What follows belongs to an exercise in optimizing a design on an open flow for small area, a short achievable clock period and few clock cycles; a production flow would make more cautious choices.
The RTL was checked by simulation tests, not by an equivalence proof against the original design.
Power is estimated from default activity; no workload was simulated.

### flow/run.sh
#!/bin/bash
# synth_recipe.tcl (not shown) runs the flow's synth.tcl, then flattens the netlist and writes it again
# the make line also repeats each setting of config.mk as NAME=value (left out here)
make -C /OpenROAD-flow-scripts/flow DESIGN_CONFIG=/design/flow/config.mk WORK_HOME=/design/flow/orfs CLKGATE_MAP_FILE= SYNTH_SCRIPT=/design/flow/synth_recipe.tcl finish
### flow/config.mk
export PLATFORM = sky130hd
export DESIGN_NAME = beamformer_top
export DESIGN_NICKNAME = beamformer_top
export VERILOG_FILES = /design/flow/design.v
export SDC_FILE = /design/flow/constraint.sdc
export NUM_CORES = 4
export LEC_CHECK = 0
export CAP_MARGIN = 20
export CORE_MARGIN = 2
export CORE_UTILIZATION = 40
export SLEW_MARGIN = 20
### flow/constraint.sdc
create_clock -name core_clock -period 11.0 [get_ports {clk}]
set_input_delay 2.2000 -clock core_clock [delete_from_list [all_inputs] [get_ports {clk}]]
set_output_delay 2.2000 -clock core_clock [all_outputs]
set_load 0.01 [all_outputs]
### flow/design.v
package beam_pkg;
    localparam int DATA_WIDTH    = 16;
    localparam int NUM_CHANNELS  = 8;
    localparam int CHAN_WIDTH    = 3;
    localparam int MAX_DELAY     = 64;
    localparam int DELAY_WIDTH   = 6;
    localparam int SUM_WIDTH     = DATA_WIDTH + CHAN_WIDTH;
    localparam int POS_WIDTH     = 16;
    localparam int ELEMENT_PITCH = 8;
    localparam int REM_WIDTH     = 24;
    typedef logic signed [DATA_WIDTH-1:0] sample_t;
    typedef logic signed [SUM_WIDTH-1:0] sum_t;
    typedef logic [DELAY_WIDTH-1:0] delay_t;
    typedef logic [CHAN_WIDTH-1:0] chan_t;
endpackage
`timescale 1ns/100ps
module focus_delay_calc (
    input  logic                           clk,
    input  logic                           reset,
    input  logic                           req,
    input  logic [beam_pkg::POS_WIDTH-1:0] x_f,
    input  logic [beam_pkg::POS_WIDTH-1:0] z_f,
    output logic                           ack,
    output logic                           ready_next,
    output logic [beam_pkg::NUM_CHANNELS*beam_pkg::DELAY_WIDTH-1:0] delays
);
    localparam int NC = beam_pkg::NUM_CHANNELS;
    localparam int DW = beam_pkg::DELAY_WIDTH;
    localparam int RW = beam_pkg::REM_WIDTH;
    logic [3:0]     step;
    logic           take;
    logic [12:0]    x_lo;
    logic           x_hi;
    logic [RW-1:0]  x_sq;
    logic [RW-3:0]  div_t;       
    logic [RW-1:0]  rem   [NC];
    logic           clamp [NC];
    assign take = req && !ack && (step == 4'd0);
    logic ready;
    always_comb begin
        ready_next = ready;
        if (reset || step == 4'd7) ready_next = 1'b1;
        else if (take)             ready_next = 1'b0;
    end
    always_ff @(posedge clk) begin
        ready <= ready_next;
        if (reset) begin
            step  <= 4'd0;
            ack   <= 1'b0;
        end else begin
            if (take) begin
                step  <= 4'd1;
            end else if (step == 4'd8) begin
                step <= 4'd0;
            end else if (step != 4'd0) begin
                step <= step + 4'd1;
            end
            if (step == 4'd7) begin
                ack   <= 1'b1;
            end else if (ack && !req) begin
                ack <= 1'b0;
            end
        end
    end
    always_ff @(posedge clk) begin
        if (take) begin
            x_lo  <= x_f[12:0];
            x_hi  <= |x_f[15:13];
            div_t <= {z_f, 6'd0};
        end else if (step >= 4'd3) begin
            div_t <= div_t >> 1;
        end
        if (step == 4'd1) begin
            x_sq <= RW'({11'd0, x_lo} * {11'd0, x_lo});
        end
    end
    for (genvar k = 0; k < NC; k++) begin : g_ch
        logic [RW-1:0] sq_k;
        logic [RW:0]   diff;
        logic          ge;
        logic          big;
        logic          over;
        logic          bit_q;
        assign sq_k  = x_sq - RW'({11'd0, x_lo} * RW'(16 * k)) + RW'(64 * k * k);
        assign big   = x_hi || (x_lo >= 13'(4096 + 8 * k));
        assign diff  = {1'b0, rem[k]} - {3'b000, div_t};
        assign ge    = !diff[RW];
        assign over  = clamp[k] || ((step == 4'd3) && (rem[k] >= {1'b0, div_t, 1'b0}));
        assign bit_q = ge || over;
        always_ff @(posedge clk) begin
            if (step == 4'd2) begin
                rem[k]   <= sq_k;
                clamp[k] <= big;
            end else begin
                if (ge) rem[k] <= diff[RW-1:0];
                clamp[k] <= over;
            end
        end
        always_ff @(posedge clk) begin
            if (reset) begin
                delays[k*DW +: DW] <= '0;
            end else if (step >= 4'd3) begin
                delays[k*DW +: DW] <= {delays[k*DW +: DW-1], bit_q};
            end
        end
    end
endmodule
`timescale 1ns/100ps
module channel_delay_line #(
    parameter int INS_STEP = 9
) (
    input  logic              clk,
    input  logic [beam_pkg::MAX_DELAY-2:0] load,    
    input  beam_pkg::sample_t sample_in,
    input  beam_pkg::delay_t  newest,               
    input  beam_pkg::delay_t  delay,
    input  logic              tap_ok,
    output beam_pkg::sample_t tap
);
    localparam int HD = beam_pkg::MAX_DELAY - 1;
    beam_pkg::sample_t ring [HD];
    beam_pkg::sample_t sel;
    logic [6:0]        place_sum;
    beam_pkg::delay_t  place;
    logic [HD-1:0]     hot;
    always_ff @(posedge clk) begin
        for (int p = 0; p < HD; p++) begin
            if ((p % INS_STEP) == 0 && load[p]) ring[p] <= sample_in;
            else                                ring[p] <= ring[(p + HD - 1) % HD];
        end
    end
    assign place_sum = {1'b0, newest} + {1'b0, delay} - 7'd1;
    assign place     = (place_sum >= 7'(HD)) ? beam_pkg::delay_t'(place_sum - 7'(HD))
                                             : place_sum[5:0];
    always_comb begin
        for (int p = 0; p < HD; p++) hot[p] = tap_ok && (delay != '0) && (place == beam_pkg::delay_t'(p));
    end
    always_comb begin
        sel = sample_in & {beam_pkg::DATA_WIDTH{tap_ok && (delay == '0)}};
        for (int p = 0; p < HD; p++) sel = sel | (ring[p] & {beam_pkg::DATA_WIDTH{hot[p]}});
    end
    always_ff @(posedge clk) begin
        tap <= sel;
    end
endmodule
`timescale 1ns/100ps
module serial_beam_sum (
    input  logic                                                   clk,
    input  logic                                                   reset,
    input  logic                                                   valid_in,
    input  logic [beam_pkg::NUM_CHANNELS*beam_pkg::DATA_WIDTH-1:0] taps,
    output beam_pkg::sum_t                                         beam_out,
    output logic                                                   beam_valid
);
    localparam int DW = beam_pkg::DATA_WIDTH;
    localparam int SW = beam_pkg::SUM_WIDTH;
    logic                 valid_half;
    logic signed [SW-2:0] half_lo;
    logic signed [SW-2:0] half_hi;
    logic signed [SW-2:0] t [beam_pkg::NUM_CHANNELS];
    for (genvar k = 0; k < beam_pkg::NUM_CHANNELS; k++) begin : g_ext
        assign t[k] = {{(SW-1-DW){taps[k*DW+DW-1]}}, taps[k*DW +: DW]};
    end
    always_ff @(posedge clk) begin
        if (reset) begin
            valid_half <= 1'b0;
            beam_valid <= 1'b0;
        end else begin
            valid_half <= valid_in;
            beam_valid <= valid_half;
        end
    end
    always_ff @(posedge clk) begin
        half_lo  <= t[0] + t[1] + t[2] + t[3];
        half_hi  <= t[4] + t[5] + t[6] + t[7];
        beam_out <= SW'(half_lo) + SW'(half_hi);
    end
endmodule
`timescale 1ns/100ps
module beamformer_top (
    input  logic                                                 clk,
    input  logic                                                 reset,
    input  logic                                                 req,
    input  logic [beam_pkg::POS_WIDTH-1:0]                       x_f,
    input  logic [beam_pkg::POS_WIDTH-1:0]                       z_f,
    input  logic [beam_pkg::NUM_CHANNELS*beam_pkg::DATA_WIDTH-1:0] rf_data,
    input  logic                                                 sample_valid,
    output logic                                                 ack,
    output logic                                                 sample_ready,
    output beam_pkg::sum_t                                       beam_out,
    output logic                                                 beam_valid
);
    localparam int NC = beam_pkg::NUM_CHANNELS;
    localparam int DW = beam_pkg::DATA_WIDTH;
    localparam int LW = beam_pkg::DELAY_WIDTH;
    logic [NC*DW-1:0] row_q;
    logic             row_valid;
    logic             tap_valid;
    logic [LW-1:0]    filled;        
    logic [NC*LW-1:0] delays;
    logic [NC*DW-1:0] taps;
    logic             ready_next;
    logic [LW-1:0]    newest;        
    logic [LW-1:0]    newest_next;
    logic [LW-1:0]    newest_after;
    logic             valid_next;
    logic [LW-1:0]    filled_next;
    logic [HD-1:0]    load;
    localparam int HD       = beam_pkg::MAX_DELAY - 1;
    localparam int INS_STEP = 9;
    logic [LW-1:0]    newest_inc;
    logic [LW-1:0]    next_inc;
    focus_delay_calc focus_calc_i (
        .clk    (clk),
        .reset  (reset),
        .req    (req),
        .x_f    (x_f),
        .z_f    (z_f),
        .ack    (ack),
        .ready_next (ready_next),
        .delays (delays)
    );
    assign newest_inc  = (newest == LW'(HD - 1)) ? '0 : newest + 1'b1;
    assign next_inc    = (newest_next == LW'(HD - 1)) ? '0 : newest_next + 1'b1;
    assign valid_next  = sample_valid && sample_ready && !reset;
    assign newest_next = reset ? '0 :
                         (row_valid || filled == '0) ? newest : newest_inc;
    assign filled_next = reset ? '0 :
                         (row_valid && (filled != '1)) ? filled + 1'b1 : filled;
    assign newest_after = (valid_next || filled_next == '0) ? newest_next : next_inc;
    always_ff @(posedge clk) begin
        row_q        <= rf_data;
        row_valid    <= valid_next;
        tap_valid    <= row_valid && !reset;
        newest       <= newest_next;
        filled       <= filled_next;
        sample_ready <= ready_next && ((newest_after % LW'(INS_STEP)) == '0);
    end
    always_comb begin
        for (int p = 0; p < HD; p++) load[p] = row_valid && (newest == LW'(p));
    end
    for (genvar k = 0; k < NC; k++) begin : g_channel
        channel_delay_line #(
            .INS_STEP  (INS_STEP)
        ) delay_line_i (
            .clk       (clk),
            .load      (load),
            .sample_in (row_q[k*DW +: DW]),
            .newest    (newest),
            .delay     (delays[k*LW +: LW]),
            .tap_ok    (filled >= delays[k*LW +: LW]),
            .tap       (taps[k*DW +: DW])
        );
    end
    serial_beam_sum beam_sum_i (
        .clk        (clk),
        .reset      (reset),
        .valid_in   (tap_valid),
        .taps       (taps),
        .beam_out   (beam_out),
        .beam_valid (beam_valid)
    );
endmodule
==> run summary <==
area by class of cell:
type / instances / share of cell area, %
flip-flops and latches: 8705 / 55.0
inverters: 535 / 0.624
diodes: 158 / 0.123
clock inverters: 339 / 1.44
clock buffers: 1167 / 7.40
repair buffers: 1081 / 2.71
multi-input cells: 11500 / 29.2
well taps: 8997 / 3.50
flip-flops by register name, indices dropped and copies added, names as in the netlist, 8 cells and up:
signal,cells
beam_sum_i.beam_out,19
beam_sum_i.half_hi,18
beam_sum_i.half_lo,18
focus_calc_i.clamp,8
focus_calc_i.delays,48
focus_calc_i.div_t,22
focus_calc_i.rem,192
focus_calc_i.x_lo,13
focus_calc_i.x_sq,23
g_channel.delay_line_i.ring,8064
g_channel.delay_line_i.tap,128
row_q,128
cells in the final DEF (no fill, tap or decap), types with 238 or more instances in the layout:
cell type	n
sky130_fd_sc_hd__inv_1	523
sky130_fd_sc_hd__o21ai_0	361
sky130_fd_sc_hd__a221oi_1	750
sky130_fd_sc_hd__edfxtp_1	245
sky130_fd_sc_hd__dfxtp_1	8460
sky130_fd_sc_hd__a222oi_1	254
sky130_fd_sc_hd__a22oi_1	1932
sky130_fd_sc_hd__nand4_1	537
sky130_fd_sc_hd__nand3_1	470
sky130_fd_sc_hd__nand2_1	794
sky130_fd_sc_hd__ha_1	908
sky130_fd_sc_hd__a21oi_1	532
sky130_fd_sc_hd__nor4_2	238
sky130_fd_sc_hd__mux2_2	907
sky130_fd_sc_hd__nor2_1	430
sky130_fd_sc_hd__buf_4	885
sky130_fd_sc_hd__clkbuf_16	823
sky130_fd_sc_hd__a22o_1	794
routing by layer:
metal | GRT usage (%) | share of wire [%] | vias to the layer above
met1 | 39.0 | 39 | 98500
met3 | 7.48 | 12 | 3322
li1 | - | - | 83900
met2 | 44.7 | 43 | 13100
met5 | 0 | 0.019 | -
met4 | 15.1 | 6.2 | 32
cell usage after synthesis (all sizes together) (20+ instances only):
cell	count	area [sq um]
o21ai	375	1880
nand2	795	2980
a22o	794	6950
buf	147	743
a222oi	254	2540
nor3	325	1640
o21bai	41	308
fa	195	3900
a21oi	552	2840
a22oi	1935	14500
edfxtp	245	7360
o2111ai	21	190
dfxtp	8460	169000
nand3	473	2370
or3	75	469
mux2i	37	374
a211o	20	175
mux2	907	10200
or4	73	548
and3	73	457
and2	45	282
a31oi	52	359
a2111oi	62	617
xor2	147	1330
a221oi	751	6580
a21o	151	1130
o31ai	70	526
nand2b	114	713
clkbuf	721	2710
a211oi	87	668
or2	24	150
o21a	92	691
xnor2	225	2010
and4	27	236
a221o	46	460
nor4	407	2770
o211ai	27	218
a21boi	61	458
nor2b	92	576
ha	908	11400
nor2	480	1820
inv	526	1970
nand4	537	3360
through the flow:
stage               power (W)  std cells  instance area [sq um]  util [%]  setup slack, ns
floorplan              0.0489      21600                 273000         -             4.66
global placement       0.0566      30800                 293000      43.0             3.61
detailed placement     0.0568      30800                 293000      43.1             3.64
CTS                    0.0860      32400                 321000      47.2             3.67
global route           0.0896      32500                 321000      47.3             3.27
finish                 0.0865      32500                 322000      47.3             3.64
worst paths after layout:
path	startpoint	cells past startpoint	end
worst max-delay path	focus_calc_i.x_lo[6]	22	focus_calc_i.x_sq[22]
worst min-delay path	g_channel[4].delay_line_i.ring[49][3]	0	g_channel[4].delay_line_i.ring[50][3]
worst max register to register	focus_calc_i.x_lo[6]	22	focus_calc_i.x_sq[22]
worst min register to register	g_channel[4].delay_line_i.ring[49][3]	0	g_channel[4].delay_line_i.ring[50][3]
cell families (layout without fill, tap and decap cells):
logic type | count (synthesis) | in the layout | share of synthesized area [%]
DFF | 8705 | 8705 | 64.8
AOI/OAI and AO/OA | 5529 | 5529 | 15.6
and+or+nand+nor | 3585 | 3585 | 6.88
buffers and inverters | 1403 | 3122 | 2.00
adders and majority gates | 1103 | 1103 | 5.60
muxes | 944 | 944 | 3.89
xor gates and xnor gates | 372 | 372 | 1.23
other | 0 | 158 | 0
critical path, cell delays in order (launching register included):
cell                        delay (ns)
sky130_fd_sc_hd__edfxtp_1         0.78
sky130_fd_sc_hd__clkinv_1         0.66
sky130_fd_sc_hd__nor2_1           0.43
sky130_fd_sc_hd__fa_1             0.47
sky130_fd_sc_hd__fa_1             0.49
sky130_fd_sc_hd__fa_1             0.51
sky130_fd_sc_hd__inv_1            0.06
sky130_fd_sc_hd__fa_1             0.49
sky130_fd_sc_hd__fa_1             0.49
sky130_fd_sc_hd__inv_1            0.04
sky130_fd_sc_hd__ha_1             0.31
sky130_fd_sc_hd__inv_1            0.07
sky130_fd_sc_hd__o21bai_1         0.08
sky130_fd_sc_hd__a21oi_1          0.24
sky130_fd_sc_hd__o21bai_1         0.13
sky130_fd_sc_hd__a21oi_1          0.25
sky130_fd_sc_hd__nor2b_1          0.10
sky130_fd_sc_hd__o31ai_1          0.40
sky130_fd_sc_hd__a2111oi_0        0.26
sky130_fd_sc_hd__o21a_1           0.25
sky130_fd_sc_hd__o21a_1           0.19
sky130_fd_sc_hd__o41ai_1          0.31
sky130_fd_sc_hd__xnor2_1          0.11
power groups by stage:
stage	combinational, W	clock [W]	sequential (W)
after global routing	0.0216	0.0309	0.0371
after CTS	0.0195	0.0296	0.0368
after global placement	0.0192	0	0.0375
after floorplan	0.0124	0	0.0365
after detailed placement	0.0194	0	0.0375
final	0.0200	0.0295	0.0369
==> results.toml <==
[pwr]
cell_internal_pwr_w = 0.0585
clkPwrFrac_pct = 34.2
total_leakage_power_nw = 125
p_per_area_nw_per_um2 = 269
switching_share_pct = 32.4
ir_drop_mv = 0.328
power.share.sequential_pct = 42.7
combinationalPowerShare_pct = 23.2
switchingPower_w = 0.0280

[worst_setup_path]
ff2ff_setup_slack_ns = 3.64
timing.critical_path.required_ns = 11.88
setup.worst_path.start_class = "register"
worst_setup_path_end_kind = "register"
crit_path_max_fanout = 14
crit_arrival_ns = 8.23
timing_worst_setup_path_type = "reg -> reg"

[clock_tree]
clock_tree.buffer_depth = 4
tritoncts = "done"
worstSkewPairLatency_ns = 1.21
post_cts.resized_instances = 0
ctsRootBufferMaster = "sky130_fd_sc_hd__clkbuf_16"
htree_levels = 6
clk_pin_slew_ns = 0.06
cts.hold.buffers_added = 0
total_clock_buffers_created_by_cts = 819
post-cts-setup-buffer-count = 0
cts.sinks = 8705

[yosys]
number_of_flops_mapped_to_enable_cells_by_yosys = 245
synthesis.area_per_instance_sq_um = 12.6
synthesis.area_sq_um = 273000
yosys_warnings = 8
synth_flop_cell = "sky130_fd_sc_hd__dfxtp_1"
mappedNetlistNets = 22900
yosysSeqAreaShare_pct = 64.8
post_synth_num_cell_types = 111
number_of_storage_elements_in_the_synthesis_netlist = 8705
post_synth_inst_count = 21600
asyncSetResetFlopFracSynth_pct = 0

[finish]
nFillCells = 59900
area.growth.synth_to_final_pct = 18.0
register_area_sq_um = 177000
multi_input_comb_area_sq_um = 94100
post_route_cells_drive_above_1_share_pct = 16.4
num-nets-final = 23900

[detailed_routing]
dr.pass1.iters = 9
count_of_antenna_violating_nets_left_after_detailed_routing = 0
drc = 0
routed-via-count = 199000
drt-vias-per-instance = 6.12
avgRoutedWirePerCell_um = 32.7
drt-initial-drc-count = 26000
routed_wirelength_um = 1060000

[floorplan]
coreArea_sq_um = 680000
width_of_the_die_um = 829
die-height_um = 829
placement_rows = 303
top_level_ports = 186
floorplan.initialDensity_pct = 40.1
dieArea_sq_um = 688000

[timing]
final.setup_skew_ns = 0.104
clock.fmax_mhz = 136
relSlewSlack_pct = 3.28
post-route-period-util_pct = 66.9
setup-tns-final_ns = 0
timing.final.hold_violations = 0
final-setup-viol-count = 0
rsz0062_at_grt = "false"
max_slew.worst_pin.slew_ns = 1.45
timing.final.crit_period_ns = 7.36
maxSlewViolCount = 0
hold-worst-slack_ns = 0.280

[global_routing]
via_count_of_the_first_global_routing_pass = 195000
grt_start_max_net_pins = 155
antenna_found_initial = 90
grt_overflow_total = 0
grtUsageTotal_pct = 29.5
grt_pass1_wl_um = 1480000

[hold_path]
worst_hold_path_class = "reg -> reg"

[placed_design]
place_congestion = 0.940
port_buffers = 185
detailed_place_hpwl_um = 687000

[run_status]
run_status = "no timing/DRC/antenna violations"

[job]
max_cap_viol_count = 0
Testbench counts, summed over its fixed seeds: cycles 4,696.

afterwards: timing with drivers on the ports:
Ports are ideal in the flow. The routed layout listed here was re-timed in OpenROAD. Step 1 assumes that a clkbuf_16 drives the clock port and a buf_2 every other input. Step 2 moves the port delays by t, midway between the first and last clock arrival at a register: inputs arrive t later, outputs are due t later. That takes back most of the time a late clock gives input paths. Three values: ideal, step 1, step 2; two values: the first two.
t, ns: 1.284
setup WS [ns]: 3.642 / 3.642 / 3.427
clock arrival spread, ns: 0.143 / 0.143
cell pins on the clock port's net: 1
After both steps setup and hold are still met in this run. The setup slack of this run moves by 0.000 ns with the drivers and by -0.215 ns with both steps.
